What follows belongs to an exercise in optimizing a design on an open flow for a short achievable clock period and few clock cycles; a production flow would make more cautious choices. Where RTL was checked, it was by simulation tests only, not by an equivalence proof against the original. No functional check of the RTL was part of run 2. Power is estimated from default activity; no workload was simulated.

==> flow/design.v <==
`default_nettype none
package mips_pkg;
    localparam int xlen       = 32;
    localparam int reg_addr_w = 5;
    localparam logic [xlen-1:0] reset_pc = '0;
    localparam logic [5:0] op_special = 6'h00;
    localparam logic [5:0] op_addiu   = 6'h09;
    localparam logic [5:0] op_lw      = 6'h23;
    localparam logic [5:0] op_sw      = 6'h2b;
    localparam logic [5:0] op_beq     = 6'h04;
    localparam logic [5:0] fn_addu = 6'h21;
    localparam logic [5:0] fn_subu = 6'h23;
    localparam logic [5:0] fn_and  = 6'h24;
    localparam logic [5:0] fn_or   = 6'h25;
    localparam logic [5:0] fn_slt  = 6'h2a;
    typedef enum logic [2:0] {
        alu_add,
        alu_sub,
        alu_and,
        alu_or,
        alu_slt
    } alu_op_e;
    typedef struct packed {
        logic [xlen-1:0] instr;
        logic [xlen-1:0] pc4;
    } if_id_t;
    typedef struct packed {
        logic                  valid;
        alu_op_e               alu_op;
        logic                  imm_sel;
        logic                  memread;
        logic                  memwrite;
        logic                  regwrite;
        logic [reg_addr_w-1:0] rs;
        logic [reg_addr_w-1:0] rt;
        logic [reg_addr_w-1:0] dst;
        logic [xlen-1:0]       rs_data;
        logic [xlen-1:0]       rt_data;
        logic [xlen-1:0]       imm;
    } id_ex_t;
    typedef struct packed {
        logic                  valid;
        logic                  memread;
        logic                  memwrite;
        logic                  regwrite;
        logic [reg_addr_w-1:0] dst;
        logic [xlen-1:0]       result;
        logic [xlen-1:0]       store_data;
    } ex_mem_t;
    typedef struct packed {
        logic                  regwrite;
        logic                  memread;
        logic [reg_addr_w-1:0] dst;
        logic [xlen-1:0]       result;
        logic [xlen-1:0]       load_data;
    } mem_wb_t;
endpackage
`default_nettype wire
`timescale 1ns/1ps
`default_nettype none
module mips_add #(
    parameter int width = 32
) (
    input  logic [width-1:0] x,
    input  logic [width-1:0] y,
    input  logic             cin,
    output logic [width-1:0] s
);
    localparam int levels = (width > 16) ? 5 : (width > 8) ? 4 : (width > 4) ? 3 : (width > 2) ? 2 : 1;
    logic [width-1:0] g [0:levels];
    logic [width-1:0] p [0:levels];
    logic [width-1:0] h;
    assign h    = x ^ y;
    assign g[0] = (x & y) | {{(width-1){1'b0}}, h[0] & cin};
    assign p[0] = h;
    for (genvar l = 0; l < levels; l++) begin : g_lvl
        for (genvar i = 0; i < width; i++) begin : g_bit
            if (i >= (1 << l)) begin : g_op
                assign g[l+1][i] = g[l][i] | (p[l][i] & g[l][i-(1<<l)]);
                assign p[l+1][i] = p[l][i] & p[l][i-(1<<l)];
            end else begin : g_pass
                assign g[l+1][i] = g[l][i];
                assign p[l+1][i] = p[l][i];
            end
        end
    end
    assign s = h ^ {g[levels][width-2:0], cin};
endmodule
`default_nettype wire
`default_nettype none
module mips_ult #(
    parameter int width = 32
) (
    input  logic [width-1:0] x,
    input  logic [width-1:0] y,
    output logic             lt
);
    localparam int levels = (width > 16) ? 5 : (width > 8) ? 4 : (width > 4) ? 3 : (width > 2) ? 2 : 1;
    logic [width-1:0] l [0:levels];
    logic [width-1:0] e [0:levels];
    assign l[0] = ~x & y;
    assign e[0] = ~(x ^ y);
    for (genvar k = 0; k < levels; k++) begin : g_lvl
        for (genvar i = 0; i < width; i++) begin : g_bit
            if ((i >> k) % 2 == 1) begin : g_op
                localparam int j = ((i >> k) << k) - 1;
                assign l[k+1][i] = l[k][i] | (e[k][i] & l[k][j]);
                assign e[k+1][i] = e[k][i] & e[k][j];
            end else begin : g_pass
                assign l[k+1][i] = l[k][i];
                assign e[k+1][i] = e[k][i];
            end
        end
    end
    assign lt = l[levels][width-1];
endmodule
`default_nettype wire
`timescale 1ns/1ps
`default_nettype none
module mips_core (
    input  logic                      clk,
    input  logic                      rst_n,
    input  logic                      i_cache_stall_n,
    input  logic                      d_cache_stall_n,
    output logic                      ireq,
    output logic [mips_pkg::xlen-1:0] iaddr,
    input  logic [mips_pkg::xlen-1:0] idata,
    output logic                      dreq,
    output logic                      dwrite,
    output logic [mips_pkg::xlen-1:0] daddr,
    output logic [mips_pkg::xlen-1:0] dwdata,
    input  logic [mips_pkg::xlen-1:0] drdata
);
    localparam int xlen = mips_pkg::xlen;
    localparam int half = xlen / 2;
    logic freeze;
    assign freeze = !i_cache_stall_n || !d_cache_stall_n;
    logic            ireq_q;
    logic [xlen-1:0] fpc;
    logic            pend_q;       
    logic            pend_m;       
    logic            d_valid;
    logic [31:0]     d_rs_oh;      
    logic [31:0]     d_rt_oh;
    logic [4:0]      d_dst;
    logic            d_wr;         
    logic            d_lw;
    logic            d_sw;
    logic            d_beq;        
    logic            d_jmp;        
    logic [4:0]      d_op;         
    logic            d_imm_b;      
    logic [xlen-1:0] d_imm;
    logic [xlen-1:0] d_pc4;        
    logic [xlen-1:0] d_tgt;        
    logic            d_a_m;
    logic            d_a_w;
    logic            d_b_m;
    logic            d_b_w;
    logic            d_a_e;
    logic            d_b_e;
    logic            e_valid;
    logic [4:0]      e_dst;
    logic            e_wr;
    logic            e_lw;
    logic            e_sw;
    logic            e_beq;
    logic            e_jmp;
    logic [4:0]      e_op;
    logic [xlen-1:0] e_tgt;
    logic [xlen-1:0] e_a_val;
    logic [xlen-1:0] e_b_val;
    logic [xlen-1:0] e_imm;
    logic [5:0]      e_a_sel;
    logic [5:0]      e_b_sel;
    logic [6:0]      e_o_sel;
    logic [5:0]      e_a_sel_n;
    logic [5:0]      e_b_sel_n;
    logic [6:0]      e_o_sel_n;
    logic            m_wr;
    logic [4:0]      m_dst;
    logic            m_lw;
    logic [3:0]      m_op;         
    logic [xlen-1:0] m_sum;
    logic [xlen-1:0] m_diff;
    logic [xlen-1:0] m_log;
    logic            m_lt;
    logic            m_taken;      
    logic [xlen-1:0] m_tgt;
    logic            dreq_q;
    logic            dwrite_q;
    logic [xlen-1:0] daddr_q;
    logic [xlen-1:0] dwdata_q;
    logic [31:1]     w_we;         
    logic [xlen-1:0] w_val;
    logic [31:1][xlen-1:0] rf;
    logic [5:0]      f_opc;
    logic [5:0]      f_fn;
    logic [4:0]      f_rs;
    logic [4:0]      f_rt;
    logic            f_special;
    logic            f_rtype;
    logic            f_addiu;
    logic            f_lw;
    logic            f_sw;
    logic            f_beq;
    logic [4:0]      f_dst;
    logic [xlen-1:0] f_imm;
    logic [xlen-1:0] f_pc4;
    logic [4:0]      f_op;
    assign f_opc     = idata[31:26];
    assign f_fn      = idata[5:0];
    assign f_rs      = idata[25:21];
    assign f_rt      = idata[20:16];
    assign f_special = (f_opc == mips_pkg::op_special);
    assign f_addiu   = (f_opc == mips_pkg::op_addiu);
    assign f_lw      = (f_opc == mips_pkg::op_lw);
    assign f_sw      = (f_opc == mips_pkg::op_sw);
    assign f_beq     = (f_opc == mips_pkg::op_beq);
    assign f_op[0]   = (f_special && f_fn == mips_pkg::fn_addu) || f_addiu || f_lw || f_sw;
    assign f_op[1]   = f_special && (f_fn == mips_pkg::fn_subu);
    assign f_op[2]   = f_special && (f_fn == mips_pkg::fn_and);
    assign f_op[3]   = f_special && (f_fn == mips_pkg::fn_or);
    assign f_op[4]   = f_special && (f_fn == mips_pkg::fn_slt);
    assign f_rtype   = f_special && (f_fn == mips_pkg::fn_addu || f_fn == mips_pkg::fn_subu ||
                                     f_fn == mips_pkg::fn_and  || f_fn == mips_pkg::fn_or ||
                                     f_fn == mips_pkg::fn_slt);
    assign f_dst     = f_rtype ? idata[15:11] : f_rt;
    assign f_imm     = {{16{idata[15]}}, idata[15:0]};
    mips_add #(.width(xlen)) u_pc4 (.x(fpc), .y(xlen'(4)), .cin(1'b0), .s(f_pc4));
    mips_add #(.width(xlen)) u_tgt (.x(d_pc4), .y({d_imm[xlen-3:0], 2'b00}), .cin(1'b0), .s(d_tgt));
    logic f_a_e;
    logic f_b_e;
    logic f_a_m;
    logic f_b_m;
    logic f_a_w;
    logic f_b_w;
    assign f_a_e = d_valid && d_wr && (d_dst == f_rs);
    assign f_b_e = d_valid && d_wr && (d_dst == f_rt);
    assign f_a_m = e_wr && (e_dst == f_rs);
    assign f_b_m = e_wr && (e_dst == f_rt);
    assign f_a_w = m_wr && (m_dst == f_rs);
    assign f_b_w = m_wr && (m_dst == f_rt);
    always_ff @(posedge clk) begin
        for (int i = 1; i < 32; i++) begin
            if (w_we[i]) begin
                rf[i] <= w_val;
            end
        end
    end
    logic [xlen-1:0] d_a_rf;
    logic [xlen-1:0] d_b_rf;
    logic [xlen-1:0] m_res;
    logic [xlen-1:0] w_next;
    logic [xlen-1:0] d_a_val;
    logic [xlen-1:0] d_b_val;
    always_comb begin
        d_a_rf = '0;
        d_b_rf = '0;
        for (int i = 1; i < 32; i++) begin
            d_a_rf = d_a_rf | ({xlen{d_rs_oh[i]}} & rf[i]);
            d_b_rf = d_b_rf | ({xlen{d_rt_oh[i]}} & rf[i]);
        end
    end
    assign m_res   = ({xlen{m_op[0]}} & m_sum) | ({xlen{m_op[1]}} & m_diff) |
                     ({xlen{m_op[2]}} & m_log) | {{(xlen-1){1'b0}}, m_op[3] & m_lt};
    assign w_next  = m_lw ? drdata : m_res;
    assign d_a_val = d_a_m ? w_next : d_a_w ? w_val : d_a_rf;
    assign d_b_val = d_b_m ? w_next : d_b_w ? w_val : d_b_rf;
    logic [xlen-1:0] a;
    logic [xlen-1:0] b;
    logic [xlen-1:0] b_op;
    logic [xlen-1:0] sum;
    logic [xlen-1:0] diff;
    logic            lt;
    logic [xlen-1:0] log_res;
    logic            e_taken;
    logic [5:0] a_sel_hi;
    logic [5:0] b_sel_hi;
    logic [6:0] o_sel_hi;
    assign a_sel_hi = ~e_a_sel_n;
    assign b_sel_hi = ~e_b_sel_n;
    assign o_sel_hi = ~e_o_sel_n;
    assign a[half-1:0] =
        ({half{e_a_sel[0]}} & e_a_val[half-1:0]) | ({half{e_a_sel[1]}} & m_sum[half-1:0]) |
        ({half{e_a_sel[2]}} & m_diff[half-1:0])  | ({half{e_a_sel[3]}} & m_log[half-1:0]) |
        {{(half-1){1'b0}}, e_a_sel[4] & m_lt}    | ({half{e_a_sel[5]}} & drdata[half-1:0]);
    assign a[xlen-1:half] =
        ({half{a_sel_hi[0]}} & e_a_val[xlen-1:half]) | ({half{a_sel_hi[1]}} & m_sum[xlen-1:half]) |
        ({half{a_sel_hi[2]}} & m_diff[xlen-1:half])  | ({half{a_sel_hi[3]}} & m_log[xlen-1:half]) |
        ({half{a_sel_hi[5]}} & drdata[xlen-1:half]);
    assign b[half-1:0] =
        ({half{e_b_sel[0]}} & e_b_val[half-1:0]) | ({half{e_b_sel[1]}} & m_sum[half-1:0]) |
        ({half{e_b_sel[2]}} & m_diff[half-1:0])  | ({half{e_b_sel[3]}} & m_log[half-1:0]) |
        {{(half-1){1'b0}}, e_b_sel[4] & m_lt}    | ({half{e_b_sel[5]}} & drdata[half-1:0]);
    assign b[xlen-1:half] =
        ({half{b_sel_hi[0]}} & e_b_val[xlen-1:half]) | ({half{b_sel_hi[1]}} & m_sum[xlen-1:half]) |
        ({half{b_sel_hi[2]}} & m_diff[xlen-1:half])  | ({half{b_sel_hi[3]}} & m_log[xlen-1:half]) |
        ({half{b_sel_hi[5]}} & drdata[xlen-1:half]);
    assign b_op[half-1:0] =
        ({half{e_o_sel[0]}} & e_b_val[half-1:0]) | ({half{e_o_sel[1]}} & m_sum[half-1:0]) |
        ({half{e_o_sel[2]}} & m_diff[half-1:0])  | ({half{e_o_sel[3]}} & m_log[half-1:0]) |
        {{(half-1){1'b0}}, e_o_sel[4] & m_lt}    | ({half{e_o_sel[5]}} & drdata[half-1:0]) |
        ({half{e_o_sel[6]}} & e_imm[half-1:0]);
    assign b_op[xlen-1:half] =
        ({half{o_sel_hi[0]}} & e_b_val[xlen-1:half]) | ({half{o_sel_hi[1]}} & m_sum[xlen-1:half]) |
        ({half{o_sel_hi[2]}} & m_diff[xlen-1:half])  | ({half{o_sel_hi[3]}} & m_log[xlen-1:half]) |
        ({half{o_sel_hi[5]}} & drdata[xlen-1:half])  | ({half{o_sel_hi[6]}} & e_imm[xlen-1:half]);
    mips_add #(.width(xlen)) u_add (.x(a), .y(b_op), .cin(1'b0), .s(sum));
    mips_add #(.width(xlen)) u_sub (.x(a), .y(~b),   .cin(1'b1), .s(diff));
    mips_ult #(.width(xlen)) u_lt (.x({~a[xlen-1], a[xlen-2:0]}), .y({~b[xlen-1], b[xlen-2:0]}), .lt(lt));
    assign log_res = e_op[2] ? (a & b) : (a | b);
    assign e_taken = e_valid && e_beq && (a == b);
    logic            slot_e;
    logic            slot_d;
    logic            kill_d;
    logic            kill_f;
    logic            d_take;
    logic [xlen-1:0] fpc_next;
    assign slot_e   = e_valid;
    assign slot_d   = !e_valid && d_valid;
    assign kill_d   = m_taken && slot_e;
    assign kill_f   = m_taken && (slot_e || slot_d);
    assign d_take   = d_valid && d_jmp;
    assign fpc_next = m_taken ? m_tgt :
                      pend_q  ? (pend_m ? m_tgt : e_tgt) :
                      d_take  ? d_tgt : f_pc4;
    always_ff @(posedge clk) begin
        ireq_q <= rst_n;
    end
    always_ff @(posedge clk) begin
        if (!rst_n) begin
            fpc      <= mips_pkg::reset_pc;
            pend_q   <= 1'b0;
            pend_m   <= 1'b0;
            d_valid  <= 1'b0;
            e_valid  <= 1'b0;
            e_wr     <= 1'b0;
            m_wr     <= 1'b0;
            m_taken  <= 1'b0;
            dreq_q   <= 1'b0;
            dwrite_q <= 1'b0;
            w_we     <= '0;
        end else if (!freeze) begin
            if (ireq_q) begin
                fpc <= fpc_next;
            end
            d_valid <= ireq_q && !kill_f;
            pend_q  <= m_taken && ((slot_e && e_jmp) || (slot_d && d_jmp));
            pend_m  <= slot_e;
            e_valid <= d_valid && !kill_d;
            e_wr    <= d_valid && d_wr && !kill_d;
            m_wr     <= e_wr;
            m_taken  <= e_taken;
            dreq_q   <= e_valid && (e_lw || e_sw);
            dwrite_q <= e_valid && e_sw;
            for (int i = 1; i < 32; i++) begin
                w_we[i] <= m_wr && (m_dst == 5'(i));
            end
        end
    end
    logic [5:0] d_a_sel;
    logic [5:0] d_b_sel;
    logic [6:0] d_o_sel;
    assign d_a_sel = {d_a_e && e_lw, d_a_e && e_op[4], d_a_e && (e_op[2] || e_op[3]),
                      d_a_e && e_op[1], d_a_e && e_op[0] && !e_lw, !d_a_e};
    assign d_b_sel = {d_b_e && e_lw, d_b_e && e_op[4], d_b_e && (e_op[2] || e_op[3]),
                      d_b_e && e_op[1], d_b_e && e_op[0] && !e_lw, !d_b_e};
    assign d_o_sel = d_imm_b ? 7'b1000000 : {1'b0, d_b_sel};
    always_ff @(posedge clk) begin
        if (!freeze) begin
            d_rs_oh <= 32'(1) << f_rs;
            d_rt_oh <= 32'(1) << f_rt;
            d_dst   <= f_dst;
            d_wr    <= (f_rtype || f_addiu || f_lw) && (f_dst != '0);
            d_lw    <= f_lw;
            d_sw    <= f_sw;
            d_beq   <= f_beq && (f_rs != f_rt);
            d_jmp   <= f_beq && (f_rs == f_rt);
            d_op    <= f_op;
            d_imm_b <= f_addiu || f_lw || f_sw;
            d_imm   <= f_imm;
            d_pc4   <= f_pc4;
            d_a_e   <= f_a_e;
            d_b_e   <= f_b_e;
            d_a_m   <= f_a_m;
            d_b_m   <= f_b_m;
            d_a_w   <= f_a_w;
            d_b_w   <= f_b_w;
            e_dst     <= d_dst;
            e_lw      <= d_lw;
            e_sw      <= d_sw;
            e_beq     <= d_beq;
            e_jmp     <= d_jmp;
            e_op      <= d_op;
            e_imm     <= d_imm;
            e_tgt     <= d_tgt;
            e_a_val   <= d_a_val;
            e_b_val   <= d_b_val;
            e_a_sel   <= d_a_sel;
            e_b_sel   <= d_b_sel;
            e_o_sel   <= d_o_sel;
            e_a_sel_n <= ~d_a_sel;
            e_b_sel_n <= ~d_b_sel;
            e_o_sel_n <= ~d_o_sel;
            m_dst    <= e_dst;
            m_lw     <= e_lw;
            m_op     <= {e_op[4], e_op[2] || e_op[3], e_op[1], e_op[0]};
            m_sum    <= sum;
            m_diff   <= diff;
            m_log    <= log_res;
            m_lt     <= lt;
            m_tgt    <= e_tgt;
            if (e_lw || e_sw) begin
                daddr_q  <= sum;
                dwdata_q <= b;
            end
            w_val    <= w_next;
        end
    end
    assign ireq   = ireq_q;
    assign iaddr  = fpc;
    assign dreq   = dreq_q;
    assign dwrite = dwrite_q;
    assign daddr  = daddr_q;
    assign dwdata = dwdata_q;
endmodule
`default_nettype wire
==> flow/flow/run.sh <==
#!/bin/bash
set -euo pipefail
W=$(pwd)
export OWN_ABC_SCRIPT=$W/flow/abc.script
export BUFFER_PORTS_ARGS="-buffer_cell sky130_fd_sc_hd__buf_4"
bash standard.sh SYNTH_SCRIPT=$W/flow/synth.tcl MATCH_CELL_FOOTPRINT=0 finish > $W/standard.log 2>&1
==> flow/flow/abc.script <==
strash
&get -n
&b -d
&put
dch -f
map -D 1000
buffer
upsize -D 1000
dnsize -D 1000
==> flow/flow/synth.tcl <==
proc synth {args} { yosys synth -nofsm -noshare {*}$args }
proc extract_fa {args} { puts "own flow: extract_fa skipped" }
proc abc {args} {
  set i [lsearch -exact $args -script]
  if { $i >= 0 } {
    set args [lreplace $args [expr {$i + 1}] [expr {$i + 1}] $::env(OWN_ABC_SCRIPT)]
  }
  puts "own flow: abc $args"
  yosys abc {*}$args
}
source $::env(SCRIPTS_DIR)/synth.tcl
# left out here: clear keep_hierarchy, flatten, clean up, hide names made inside functions, write 1_2_yosys.v
==> flow/standard.sh <==
#!/bin/bash
# synth_recipe.tcl (not shown) runs the flow's synth.tcl, then flattens the netlist and writes it again
# the make line also repeats each setting of config.mk as NAME=value (left out here)
make -C /OpenROAD-flow-scripts/flow DESIGN_CONFIG=/design/flow/config.mk WORK_HOME=/design/flow/orfs CLKGATE_MAP_FILE= SYNTH_SCRIPT=/design/flow/synth_recipe.tcl "${@:-finish}"
==> flow/config.mk <==
export PLATFORM = sky130hd
export DESIGN_NAME = mips_core
export DESIGN_NICKNAME = mips_core
export VERILOG_FILES = /design/flow/design.v
export SDC_FILE = /design/flow/constraint.sdc
export NUM_CORES = 4
export LEC_CHECK = 0
export CAP_MARGIN = 20
export CORE_MARGIN = 2
export CORE_UTILIZATION = 40
export SETUP_SLACK_MARGIN = 3.4
export SLEW_MARGIN = 20
==> flow/constraint.sdc <==
create_clock -name core_clock -period 6.0 [get_ports {clk}]
set_input_delay 1.2000 -clock core_clock [delete_from_list [all_inputs] [get_ports {clk}]]
set_output_delay 1.2000 -clock core_clock [all_outputs]
set_load 0.01 [all_outputs]
==> summary.md, run 1 <==
| Metric | Value |
|---|---|
| Fin crit period | `between 2 and 3 ns` |
| Slew Limit Fails | `0` |
| TritonCTS buffer count | `172` |
| Largest net degree at the start of global routing | `192` |
| Synth Cell Area | `76500 µm²` |
| Worst Hold Class | `flop to flop` |
| Clock slew at reported path FFs | `0.06 ns` |
| Post-synth EDFFs | `1520` |
| Crit path DAT | `3.34 ns` |
| Least-Margin Pin Slew | `1.19 ns` |
| Max_cap viols | `0` |
| Overall power | `27100 µW` |
| CTS tree | `yes` |
| WS Path Type | `flop to flop` |
| Clock latency (worst-skew pair) | `about 0.85 ns` |
| Design area | `94600 µm²` |
| # clock sinks | `1593` |
| Layout cells sized above 1 | `23.1%` |
| First-pass DRT Iterations | `12` |
| Post-route ant nets | `0` |
| Hold_sp | `d_op[3]` |
| Die Footprint | `195000 µm²` |
| Vias in the first global route | `63000` |
| Hold path cells | `0` |
| Number of distinct library cells after synthesis | `77` |
| Clk root buf | `clkbuf_16` |
| Unrepaired setup endpoints after global routing | `yes` |
| Flops & latches, synth | `1593` |
| Worst Setup Start Kind | `flop` |
| Starting Density | `40.3%` |
| Final Setup Violations | `0` |
| Setup TNS | `0 ns` |
| Filler cell count | `16700` |
| Reg-to-Reg Start | `e_a_sel_n[0]` |
| IO Port Bufs | `166` |
| Core area | `190000 µm²` |
| Final net count | `about 7500` |
| Final Hold Vio Count | `0` |
| Max frequency | `355 MHz` |
| Cells after Synth | `around 6900` |
| WP data required | `about 6.5 ns` |
| Peak supply drop | `0.000309 V` |
| CTS max path bufs | `3` |
| Pleak | `0.0333 µW` |
| Met2 global-route usage | `49.4%` |
| Via count of the routed design | `roughly 67000` |
| Synth Flop Type | `edfxtp_1` |
| Routability Congestion | `1.02` |
| GRT Overall Usage | `33.7%` |
| Sequential fraction of the synthesis area | `between 60% and 70%` |
| Post-DP HPWL | `approximately 210000 µm` |
| Multi-input gate area | `30400 µm²` |
| Chip height | `441 µm` |
| Final Skew | `about 0.066 ns` |
| Mean Syn Cell Area | `11.0 µm²` |
| Net Count, Synth | `7008` |
| Drt drc | `0` |
| Initial antenna violation count | `19` |
| Register area | `roughly 47000 µm²` |
| Synth warn | `7` |
| Reg2Reg Depth | `10` |
| DR iter-0 viols | `10300` |
| Vias per cell | `6.63` |
| Area Overhead vs Synth | `23.7%` |
| Routed wire length | `between 300000 and 400000 µm` |
| Crit-path max FO | `8` |
| Status | `complete, no violations` |
| Die Width | `441 µm` |
| Slew Limit Headroom | `20.4%` |
| Total global routing overflow | `0` |
| Power Dens Cells | `~290 nW/µm²` |
| H-Tree Depth | `4` |
| GRT busiest layer | `met2` |
| FP Rows | `160` |
| Critical path endpoint category | `flop` |
| Ports | `167` |
| Reg2reg end | `m_lt` |
| Met1 usage | `~45%` |
| Worst Hold Endpoint | `e_op[3]` |
| Placed cell areas | `a little over 80000 µm²` |
| Post-synthesis async set-or-reset flop share | `0%` |
| Global-route wire length before repair | `roughly 470000 µm` |
| Post-route clock period utilization | `between 40% and 50%` |
| Met3 layer usage reported by global route | `8.03%` |
| WL per Instance | `33.5 µm` |
| Worst reg2reg setup slack | `about 3.2 ns` |
[worst max-delay path: stages (launching register included)]
cell	delay [ns]
edfxtp_1	0.53
clkinv_4	0.19
buf_12	0.19
nand2_1	0.13
nand3_1	0.13
nor2_4	0.15
o21ai_2	0.16
nand4_4	0.22
o221ai_1	0.25
a21oi_1	0.33
nand3_1	0.19
[state kept, by name, indices dropped and copies added, names as in the netlist, 7 cells and up]
register	cells
dwdata_q	32
e_tgt	32
fpc	32
e_a_val	32
e_o_sel	7
e_imm	16
rf	992
w_val	32
d_pc4	32
w_we	31
m_diff	32
m_sum	32
e_b_val	32
d_rt_oh	31
m_log	32
m_tgt	32
d_rs_oh	31
d_imm	16
daddr_q	32
[kinds of logic after synthesis]
| logic type | after synthesis | synth area share (%) |
|---|---|---|
| AOI/OAI and AO/OA | 2063 | 18.5 |
| DFF | 1593 | 61.6 |
| and+or+nand+nor | 2459 | 15.1 |
| buffers and inverters | 742 | 3.86 |
| xor gates and xnor gates | 82 | 0.939 |
| adders and majority gates | 1 | 0.0131 |
[layout by cell type, fill, tap and decap left out, types with 40 or more instances in the layout]
cell type,n
nor2_4,73
a21oi_2,42
a21oi_1,304
o22ai_1,79
dfxtp_2,47
xor2_1,41
inv_1,364
buf_12,55
nand4_1,363
nor2_1,344
nand3_1,177
a221oi_1,80
edfxtp_1,1520
buf_4,496
buf_6,98
a22oi_2,60
o21ai_1,90
nand2_2,107
nand2_1,1064
a22oi_1,798
clkbuf_16,189
nand2_4,40
o21ai_0,209
[layer usage]
layer	part of all wire, %	wire length (µm)
met2	43	145000
met4	7.7	26000
met3	13	42700
met5	0.012	42
met1	37	125000
[what timing repair did]
item | CTS | global route
buffers inserted | 226 | 99
hold buffers | 0 | 0
gates resized for setup | 707 | 366
cloned | 6 | 7
endpoints found under the setup margin | 330 | 201
pin swaps | 157 | 190
[cell type report]
class | instances | share of cell area (%)
timing repair buffer | 685 | 7.00
multi-input combinational | 4605 | 32.1
tap | 2511 | 3.32
sequential | 1593 | 49.9
inverter | 412 | 1.79
timing repair inverter | 1 | 0.00793
clock inverter | 89 | 0.953
clock buffer | 218 | 4.91
antenna | 8 | 0.0212
[how the worst max path moves through the flow]
| stage | depth (start not counted) | slack [ns] | end | start |
|---|---|---|---|---|
| 2_1_floorplan | 8 | -3.01 | fpc[19] | i_cache_stall_n |
| 3_3_place_gp | 5 | 2.13 | m_sum[29] | i_cache_stall_n |
| 3_5_place_dp | 5 | 2.09 | m_sum[21] | i_cache_stall_n |
| 4_1_cts | 11 | 3.22 | daddr_q[31] | e_a_sel_n[0] |
| 5_1_grt | 12 | 3.15 | m_diff[30] | e_b_sel[0] |
| 6_report | 10 | 3.18 | m_lt | e_a_sel_n[0] |
[where the power goes]
group          total [µW]  internal (µW)  switching (µW)
logic                3710           1170            2540
registers           12700          12500             275
clock network       10600           5970            4660
[synth_stat cells (73+ instances only)]
library cell,number,area share [%]
a21oi_1,363,2.4
a221oi_1,98,1.1
a22oi_1,839,8.2
clkbuf_1,267,1.3
dfxtp_1,73,1.9
edfxtp_1,1520,60
inv_1,398,2.0
nand2_1,1196,5.9
nand3_1,199,1.3
nand4_1,363,3.0
nor2_1,427,2.1
o21ai_0,294,1.9
o22ai_1,88,0.72
[stage by stage]
stage	util [%]	hold slack, ns	setup WS, ns	std cells
CTS	48.4	0.411	3.22	9996
global placement	42.8	0.402	2.13	9453
global route	49.8	0.428	3.15	10100
finish	49.8	0.412	3.18	10100
floorplan	-	0.400	-3.01	6940
detailed placement	42.9	0.405	2.09	9457
Testbench counts, summed over its fixed seeds: cycles 37,029.
==> run 2, diff against run 1 <==
--- a/flow/design.v
+++ b/flow/design.v
@@ -332,7 +332,6 @@
         if (!rst_n) begin
             fpc      <= mips_pkg::reset_pc;
             pend_q   <= 1'b0;
-            pend_m   <= 1'b0;
             d_valid  <= 1'b0;
             e_valid  <= 1'b0;
             e_wr     <= 1'b0;
@@ -347,7 +346,6 @@
             end
             d_valid <= ireq_q && !kill_f;
             pend_q  <= m_taken && ((slot_e && e_jmp) || (slot_d && d_jmp));
-            pend_m  <= slot_e;
             e_valid <= d_valid && !kill_d;
             e_wr    <= d_valid && d_wr && !kill_d;
             m_wr     <= e_wr;
--- a/flow/config.mk
+++ b/flow/config.mk
@@ -7,6 +7,6 @@
 export LEC_CHECK = 0
 export CAP_MARGIN = 20
 export CORE_MARGIN = 2
-export CORE_UTILIZATION = 40
+export CORE_UTILIZATION = 55
 export SETUP_SLACK_MARGIN = 3.4
 export SLEW_MARGIN = 20
==> run 2 against run 1 <==
Synthesized cell count grew 0.53%. Sequential power about the same. Clock-buffer cell count fell by 14. Clock skew fell by 0.0025 ns. Critical endpoint is now m_diff[27]. Maximum frequency is 1.4% lower. Non-clock buffer count is 44 higher.
==> summary.md, run 2 <==
| Metric | Value |
|---|---|
| Commonest non-fill, non-tap cell in the layout | `edfxtp_1` |
| FP Rows | `136 (-15%)` |
| DR WL met2 | `132000 µm (-9.0%)` |
| Global-route wire length before repair | `434000 µm (-7.0%)` |
| Synth Flop Type | `edfxtp_1` |
| WS Path Type | `flop to flop` |
| Largest cells by area after synthesis | `edfxtp_1 (60%), a22oi_1 (7.6%), nand2_1 (6.4%)` |
| Final Hold Vio Count | `0 (unchanged)` |
| Least-Margin Pin Slew | `1.19 ns (-0.00438 ns)` |
| Clock latency (worst-skew pair) | `0.86 ns (about the same)` |
| GRT Overall Usage | `43.0% (+9.3 points)` |
| Psw | `7280 µW (-2.6%)` |
| First-pass DRT Iterations | `12 (unchanged)` |
| Routability Congestion | `0.997 (-2.0%)` |
| Register bank with the most flops | `rf` |
| Wl on met1 | `113000 µm (-10%)` |
| Via count of the routed design | `67100 (+0.036%)` |
| Clock slew at reported path FFs | `0.06 ns (about the same)` |
| Post-DP HPWL | `202000 µm (-5.5%)` |
| Largest net degree at the start of global routing | `156 (-19%)` |
| Highest layer used for signal routing | `met5` |
| Non-filler cells, final | `9501 (-6.1%)` |
| Design area | `92900 µm² (-1.8%)` |
| CTS max path bufs | `3 (unchanged)` |
| Critical path endpoint category | `flop` |
| Synth warn | `8 (+1)` |
| Synth Cell Area | `75700 µm² (-1.0%)` |
| Pleak | `0.0334 µW (+0.22%)` |
| Fin util | `67.8% (+18 points)` |
| Die Width | `375 µm (-15%)` |
| Pre-CTS setup slack | `2.27 ns (+0.182 ns)` |
| Routed wire length | `314000 µm (-7.6%)` |
| Cells after Synth | `6977 (+0.53%)` |
| Hold_buf cts | `0 (unchanged)` |
| Slew Limit Headroom | `20.7% (+0.29 points)` |
| Vias in the first global route | `62300 (-1.0%)` |
| Power Dens Cells | `286 nW/µm² (about the same)` |
| Core area | `137000 µm² (-28%)` |
| Fin crit period | `2.85 ns (+0.0389 ns)` |
| Net Count, Synth | `7045 (+0.53%)` |
| Max reg flops | `992 (unchanged)` |
| Layout cells sized above 1 | `23.6% (+0.49 points)` |
| TritonCTS buffer count | `167 (-2.9%)` |
| Number of distinct library cells after synthesis | `80 (+3.9%)` |
| Initial antenna violation count | `10 (-9)` |
| Slew Limit Fails | `0 (unchanged)` |
| Mean Syn Cell Area | `10.9 µm² (-1.5%)` |
| Cells after DPL | `8779 (-7.2%)` |
| Drt drc | `0 (unchanged)` |
| Post-layout worst setup margin | `3.15 ns (-0.0389 ns)` |
| Post-synthesis async set-or-reset flop share | `0% (unchanged)` |
| Area Overhead vs Synth | `22.7%` |
| H-Tree Depth | `4 (unchanged)` |
| Final Setup Violations | `0 (unchanged)` |
| Die Footprint | `141000 µm² (-28%)` |
| Sequential fraction of the synthesis area | `62.2% (+0.61 points)` |
| Vias per cell | `7.07 (+6.6%)` |
| Worst Setup Start Kind | `flop` |
| Worst Hold Class | `flop to flop` |
| Max frequency | `350 MHz (-1.4%)` |
| Register share of total power | `47.7% (+0.7 points)` |
| Most frequent cells in the layout | `edfxtp_1 (1520), nand2_1 (1133), a22oi_1 (730), buf_4 (587), inv_1 (397)` |
| Top post-synthesis cells by count | `edfxtp_1 (1520), nand2_1 (1295), a22oi_1 (765), nor2_1 (479), inv_1 (444)` |
| Clock group share of total power | `39.0% (-0.3 points)` |
| Chip height | `375 µm (-15%)` |
| WP data required | `6.58 ns (+0.06 ns)` |
| IO Port Bufs | `166 (unchanged)` |
| Flops & latches, synth | `1592 (-0.063%)` |
| DR iter-0 viols | `11800 (+14%)` |
| Post-route ant nets | `0 (unchanged)` |
| Peak supply drop | `0.000290 V (-6.2%)` |
| WL per Instance | `33.0 µm (-1.6%)` |
| Post-synth EDFFs | `1520 (unchanged)` |
| Status | `complete, no violations` |
| Unrepaired setup endpoints after global routing | `yes` |
| Final hold slack | `0.424 ns (+0.0117 ns)` |
| Post-route clock period utilization | `47.6% (+0.65 points)` |
| # clock sinks | `1592 (-0.063%)` |
| Top-count cell post-synth | `edfxtp_1` |
| Combinational Power Share | `13.3% (-0.4 points)` |
| CTS tree | `yes` |
| Share of the synthesized area in the top cell type | `60.3% (+0.61 points)` |
| Net Sw Frac | `27.4% (-0.26 points)` |
| Area leader, netlist | `edfxtp_1` |
| Clk root buf | `clkbuf_16` |
| Crit-path max FO | `5 (-3)` |
| Met3 wire len | `45800 µm (+7.4%)` |
| Final Skew | `0.0631 ns (-0.00247 ns)` |
| Max_cap viols | `0 (unchanged)` |
| Starting Density | `55.3% (+15 points)` |
| Final net count | `7629 (+1.2%)` |
| Total global routing overflow | `0 (unchanged)` |
| Pint | `19300 µW (-1.4%)` |
| Crit path DAT | `3.43 ns (+0.09 ns)` |
| Placed cell areas | `79600 µm² (-2.3%)` |
| Ports | `167 (unchanged)` |
[run 2: cell types whose count changed after synthesis, moves of 23 or more]
cell | previous run | this run
and2_1 | 28 | 5
o21ai_0 | 294 | 320
a21oi_1 | 363 | 291
nor2_1 | 427 | 479
inv_1 | 398 | 444
o22ai_1 | 88 | 120
a22oi_1 | 839 | 765
nand2_1 | 1196 | 1295
nand3_1 | 199 | 165
[run 2: power by group through the flow]
stage          Combinational, µW  Sequential, µW  Clock (µW)
6_report                    3540           12700       10400
5_1_grt                     3670           12700       10800
4_1_cts                     2980           12700       10400
3_5_place_dp                2540           13000           0
3_3_place_gp                2530           13000           0
2_1_floorplan               1520           12900           0
[run 2: cell families (layout without fill, tap and decap cells)]
logic type / count (synthesis) / in the layout / synth area share [%]
simple gates: 2546 / 2546 / 15.1
buf+inv: 774 / 1498 / 4.00
flops: 1592 / 1592 / 62.2
other cells: 0 / 6 / 0
mux: 1 / 1 / 0.0132
compound gates: 2007 / 2007 / 18.0
xor+xnor: 57 / 57 / 0.669
[run 2: area by class of cell]
type                            count  area [µm²]
Fill cell                       10100       44100
Tap cell                         1794        2240
Timing Repair Buffer              729        6490
Multi-Input combinational cell   4611       29600
Antenna cell                        6        15.0
Inverter                          458        1900
Timing Repair inverter              2        10.0
Clock buffer                      204        4360
Clock inverter                    105        1080
Sequential cell                  1592       47200
[run 2: worst max-delay path, stage by stage (launching register included)]
cell and delay, ns:
edfxtp_1 0.45, buf_6 0.18, buf_6 0.14, nand2_4 0.09, nand3_4 0.09, nand3b_1 0.27, nand2_2 0.15, nand4_1 0.10
buf_6 0.15, nor2_4 0.13, nand4_1 0.24, buf_4 0.23, a21oi_4 0.19, nand3b_1 0.13, nand2_1 0.06
[run 2: layer usage]
layer / global-route usage [%] / vias up
met1: 58.2 / 32500
li1: - / 27800
met3: 11.8 / 1088
met4: 27.1 / 4
met5: 0 / -
met2: 61.3 / 5748
[run 2: path summary, 6_finish.rpt]
check	startpoint	end	slack, ns	cells past startpoint
max	e_a_sel[0]	m_diff[27]	3.15	14
min	d_beq	e_beq	0.42	0
max reg2reg	e_a_sel[0]	m_diff[27]	3.15	14
min reg2reg	d_beq	e_beq	0.42	0
[run 2: what timing repair did]
action                                  4_1_cts  5_1_grt
cloned                                        4        7
resized for setup                           562      491
endpoints found under the setup margin      233      172
pin swaps                                   116      216
endpoints found under the hold margin         0        0
setup buffers                               229      159
[run 2: metrics by stage]
stage | setup TNS [ns] | power (µW)
after global routing | 0 | 27200
final | 0 | 26600
after detailed placement | 0 | 15500
after floorplan | -1352.56 | 14400
after CTS | 0 | 26000
after global placement | 0 | 15500

what the ideal ports hide:
How much do the figures lean on ideal ports? The routed layouts below were timed once more, with nothing changed but the port constraints.
Step 1: set_driving_cell puts a clkbuf_16 on clk and a buf_2 on each other input, an assumption about the parent block.
Step 2 moves the port delays by t, midway between the first and last clock arrival at a register: inputs arrive t later, outputs are due t later. That takes back most of the time a late clock gives input paths.
Slacks: no drivers / after step 1 / after step 2; pairs: no drivers / after step 1.
| run | t (ns) | setup slack, ns | worst setup path after step 2 | worst data-port slew with drivers (ns) | cell pins on the clock port's net |
|---|---|---|---|---|---|
| run 1 | 0.908 | 3.184 / 3.184 / 2.560 | input to register | 0.18 | 1 |
| run 2 | 0.904 | 3.145 / 3.145 / 2.402 | input to register | 0.17 | 1 |
After both steps every run listed still meets setup and hold. The setup slack of run 2, which loses most, moves by 0.000 ns with the drivers and by -0.743 ns with both steps.
